This design comes from an exercise in tuning for small area, a short achievable clock period and few clock cycles per item on the open sky130 flow, not from production work. The RTL was checked by simulation tests, not by an equivalence proof against the original design. Power figures rest on the tool's default switching activity, not on a simulated workload.

==> wip/xenon: inputs <==
// fec_frame_receiver
module fec_frame_receiver #(
  parameter int unsigned DATA_W   = DATA_W_DEFAULT,
  parameter int unsigned METRIC_W = METRIC_W_DEFAULT
) (
  input  logic                clk,
  input  logic                rst_n,
  input  logic                in_valid,
  input  logic                in_data,
  output logic                in_ready,
  output logic                out_valid,
  output logic [DATA_W-1:0]   out_data,
  output logic                crc_ok,
  output logic [METRIC_W-1:0] err_metric
);
export LEC_CHECK = 0
export CAP_MARGIN = 20
export CORE_MARGIN = 2
export CORE_UTILIZATION = 40
export CTS_CLUSTER_DIAMETER = 100
export CTS_CLUSTER_SIZE = 30
export SLEW_MARGIN = 20
create_clock -name core_clock -period 14.0 [get_ports {clk}]
standard.sh (not shown) runs the stock make flow with config.mk's settings and CLKGATE_MAP_FILE= SYNTH_SCRIPT=/design/flow/synth_recipe.tcl, a recipe that flattens the netlist after the stock synthesis.
==> flow/flow/run.sh <==
#!/bin/bash
# Layout flow: the standard ORFS flow (standard.sh), with the port buffers made of
# sky130_fd_sc_hd__buf_2 instead of the resizer's default pick (a slow delay cell).
set -euo pipefail
export BUFFER_PORTS_ARGS="-buffer_cell sky130_fd_sc_hd__buf_2"
bash standard.sh finish > standard_flow.log 2>&1
==> inputs of wip/sierra, as changes to wip/xenon <==
--- a/flow/design.v
+++ b/flow/design.v
@@ -8,12 +8,10 @@
     crc16_step = {crc[14:0], 1'b0} ^ ((crc[15] ^ d) ? 16'h8005 : 16'h0000);   
   endfunction
 endpackage
 module viterbi_acs (
   input  logic [7:0][3:0] metric_i,
-  input  logic            first_i,
-  input  logic            norm_i,
   input  logic [1:0]      pair_i,
   output logic [7:0][3:0] metric_o,
   output logic [7:0]      decision_o
 );
   for (genvar j = 0; j < 4; j++) begin : g_bfly
@@ -27,26 +25,23 @@
     assign e1 = pair_i[1] ^ O1;
     assign e0 = pair_i[0] ^ O0;
     assign x0 = ~e1 & ~e0;
     assign x1 = e1 ^ e0;
     assign x2 = e1 & e0;
-    if (j == 0) begin : g_a0
-      assign a = first_i ? 4'd0 : {metric_i[j][3] & ~norm_i, metric_i[j][2:0]};
-    end else begin : g_an
-      assign a = first_i ? 4'd8 : {metric_i[j][3] & ~norm_i, metric_i[j][2:0]};
-    end
-    assign b = first_i ? 4'd8 : {metric_i[j+4][3] & ~norm_i, metric_i[j+4][2:0]};
-    assign d = {1'b0, b} - {1'b0, a};
+    assign a  = metric_i[j];
+    assign b  = metric_i[j+4];
+    assign d  = {1'b0, b} - {1'b0, a};
     assign decision_o[2*j]   = x0 ? (d < -5'sd2) : x1 ? (d < 5'sd0) : (d < 5'sd2);
     assign decision_o[2*j+1] = x2 ? (d < -5'sd2) : x1 ? (d < 5'sd0) : (d < 5'sd2);
-    logic [3:0] a_x, a_y, b_x, b_y;   
-    assign a_x = a + (x2 ? 4'd2 : x1 ? 4'd1 : 4'd0);
-    assign a_y = a + (x0 ? 4'd2 : x1 ? 4'd1 : 4'd0);
-    assign b_x = b + (x2 ? 4'd2 : x1 ? 4'd1 : 4'd0);
-    assign b_y = b + (x0 ? 4'd2 : x1 ? 4'd1 : 4'd0);
-    assign metric_o[2*j]   = decision_o[2*j]   ? b_y : a_x;
-    assign metric_o[2*j+1] = decision_o[2*j+1] ? b_x : a_y;
+    logic [3:0] w_e, w_o;
+    logic [1:0] bm_e, bm_o;
+    assign w_e  = decision_o[2*j]   ? b : a;
+    assign w_o  = decision_o[2*j+1] ? b : a;
+    assign bm_e = x1 ? 2'd1 : ((decision_o[2*j]   ^ x2) ? 2'd2 : 2'd0);
+    assign bm_o = x1 ? 2'd1 : ((decision_o[2*j+1] ^ x0) ? 2'd2 : 2'd0);
+    assign metric_o[2*j]   = w_e + {2'b00, bm_e};
+    assign metric_o[2*j+1] = w_o + {2'b00, bm_o};
   end
 endmodule
 import fec_rx_pkg::*;
 module fec_frame_receiver #(
   parameter int unsigned DATA_W   = DATA_W_DEFAULT,
@@ -71,29 +66,34 @@
   logic [5:0]     step_q;
   logic           fin_q, fin2_q, rt0_q, pend_q;
   logic [2:0]     rt_q;
   logic [3:0]     cnt_q;
   logic           ov_q;
-  logic [7:0][3:0]    metric_q, metric_new;
+  logic [7:0][3:0]    metric_q, metric_in, metric_new;
   logic [7:0]         decision;
   logic [3:0]         base_q;
   logic [7:0][PW-1:0] path_q;
   logic [2:0]         best_q;
   logic [7:0]         err_q;
   logic [N-1:0]       out_q;
   logic [15:0]        crc_q, crc_nx;
   logic               crc_ok_q;
   wire accept = in_valid & rdy_q;
+  wire first  = (step_q == 6'd0);
   wire last   = (step_q == 6'(N - 1));
   wire norm   = metric_q[0][3] & metric_q[1][3] & metric_q[2][3] & metric_q[3][3] &
                 metric_q[4][3] & metric_q[5][3] & metric_q[6][3] & metric_q[7][3];
-  logic first_q, norm_q, upd_q;
   wire ld     = pend_q & pol_q;
+  always_comb begin
+    for (int s = 0; s < 8; s++) begin
+      if (first)     metric_in[s] = (s == 0) ? 4'd0 : 4'd8;
+      else if (norm) metric_in[s] = {1'b0, metric_q[s][2:0]};
+      else           metric_in[s] = metric_q[s];
+    end
+  end
   viterbi_acs u_acs (
-    .metric_i  (metric_q),
-    .first_i   (first_q),
-    .norm_i    (norm_q),
+    .metric_i  (metric_in),
     .pair_i    (rx_q),
     .metric_o  (metric_new),
     .decision_o(decision)
   );
   logic [3:0] pick;
@@ -121,12 +121,10 @@
       rdy_q   <= 1'b0;
       pol_q   <= 1'b0;
       phase_q <= 1'b0;
       go_q    <= 1'b0;
       step_q  <= '0;
-      first_q <= 1'b1;
-      upd_q   <= 1'b0;
       fin_q   <= 1'b0;
       fin2_q  <= 1'b0;
       rt0_q   <= 1'b0;
       rt_q    <= '0;
       pend_q  <= 1'b0;
@@ -136,12 +134,10 @@
       rdy_q <= 1'b1;
       pol_q <= ~pol_q;
       if (accept) phase_q <= ~phase_q;
       go_q <= accept & phase_q;
       if (go_q) step_q <= last ? 6'd0 : step_q + 6'd1;
-      if (go_q) first_q <= last;
-      if (go_q) upd_q <= (step_q >= 6'd2) & ~last;
       fin_q  <= go_q & last;
       fin2_q <= fin_q;
       rt_q   <= {fin2_q, rt_q[2:1]};
       rt0_q  <= rt_q[0];
       pend_q <= rt0_q | (pend_q & ~pol_q);
@@ -150,22 +146,21 @@
       ov_q <= (cnt_q == 4'd1);
     end
   end
   always_ff @(posedge clk) begin
     if (accept) rx_q <= {rx_q[0], in_data};
-    norm_q <= norm;
     if (go_q) begin
       metric_q <= metric_new;
-      base_q   <= first_q ? 4'd0 : base_q + {3'd0, norm_q};
+      base_q   <= first ? 4'd0 : base_q + {3'd0, norm};
     end
     if (fin_q) pick_q <= pick;
     if (fin2_q) begin
       best_q <= best;
       err_q  <= {1'b0, base_q + {3'd0, norm}, best_m[2:0]};
     end
   end
-  wire       upd_nx  = (go_q & upd_q) | (|rt_q);
+  wire       upd_nx  = (go_q & (step_q >= 6'd3)) | (|rt_q);
   wire       rbit    = (rt_q[2] & best_q[2]) | (rt_q[1] & best_q[1]) | (rt_q[0] & best_q[0]);
   logic       hold_q, route_q;
   logic [7:0] s0_q, s1_q;
   always_ff @(posedge clk) begin
     hold_q  <= ~upd_nx;
==> flow/run.sh (new file) <==
#!/bin/bash
# synth_recipe.tcl (not shown) runs the flow's synth.tcl, then flattens the netlist and writes it again
# the make line also repeats each setting of config.mk as NAME=value (left out here)
make -C /OpenROAD-flow-scripts/flow DESIGN_CONFIG=/design/flow/config.mk WORK_HOME=/design/flow/orfs CLKGATE_MAP_FILE= SYNTH_SCRIPT=/design/flow/synth_recipe.tcl finish
CTS_CLUSTER_DIAMETER = default   (was 100)
CTS_CLUSTER_SIZE = default   (was 30)
removed: flow/flow/run.sh
removed: flow/standard.sh
==> qor summary <==
quantity                                  wip/sierra   wip/xenon
Post-Place Worst Slack                       8.76 ns    10.51 ns
Mean Syn Cell Area                         11.5 um^2   11.5 um^2
Core occupancy in the finished layout          45.6%       42.1%
Floorplan die width                           230 um      231 um
Status                      timing/DRC/antenna clean  timing/DRC/antenna clean
Levels on crit path                               15           1
Sequential share of the synthesized area       53.2%       52.9%
Global routing met3 resource utilization       3.03%       2.14%
Max H-tree Level                                   2           1
Clock power frac                               44.1%       31.3%
Max stage delay on crit path                 0.73 ns     0.46 ns
Smallest hold slack                         0.402 ns    0.418 ns
Sequential group share of total power          49.2%       62.4%
Fraction of area in non-clock buffers          2.76%       1.52%
Testbench counts of wip/xenon, summed over its fixed seeds: cycles 30,904, frames 320.
Testbench counts of wip/sierra, summed over its fixed seeds: cycles 30,904, frames 320.

[afterwards: timing with drivers on the ports]
How much do the figures lean on ideal ports? The routed layouts below were timed once more, with nothing changed but the port constraints. Step 1 (the two cells are an assumption about what drives the block):
set clk [get_ports {clk}]
set_driving_cell -lib_cell sky130_fd_sc_hd__clkbuf_16 $clk
set_driving_cell -lib_cell sky130_fd_sc_hd__buf_2 [delete_from_list [all_inputs] $clk]
Step 2, shift: input delay + t, output delay - t, t = (earliest + latest rising clock arrival at the registers) / 2. This alone moves slack from input paths to output paths. Slacks: no drivers / after step 1 / after step 2; pairs: no drivers / after step 1.
run | t, ns | setup WS [ns] | worst setup path at the end | clock arrival spread, ns | pins driven straight from the clock port
wip/xenon | 0.619 | 9.988 / 9.934 / 10.457 | register to register | 0.021 / 0.021 | 1
wip/sierra | 0.653 | 8.671 / 8.671 / 8.671 | register to register | 0.022 / 0.022 | 1
After both steps setup and hold are still met in every run listed.
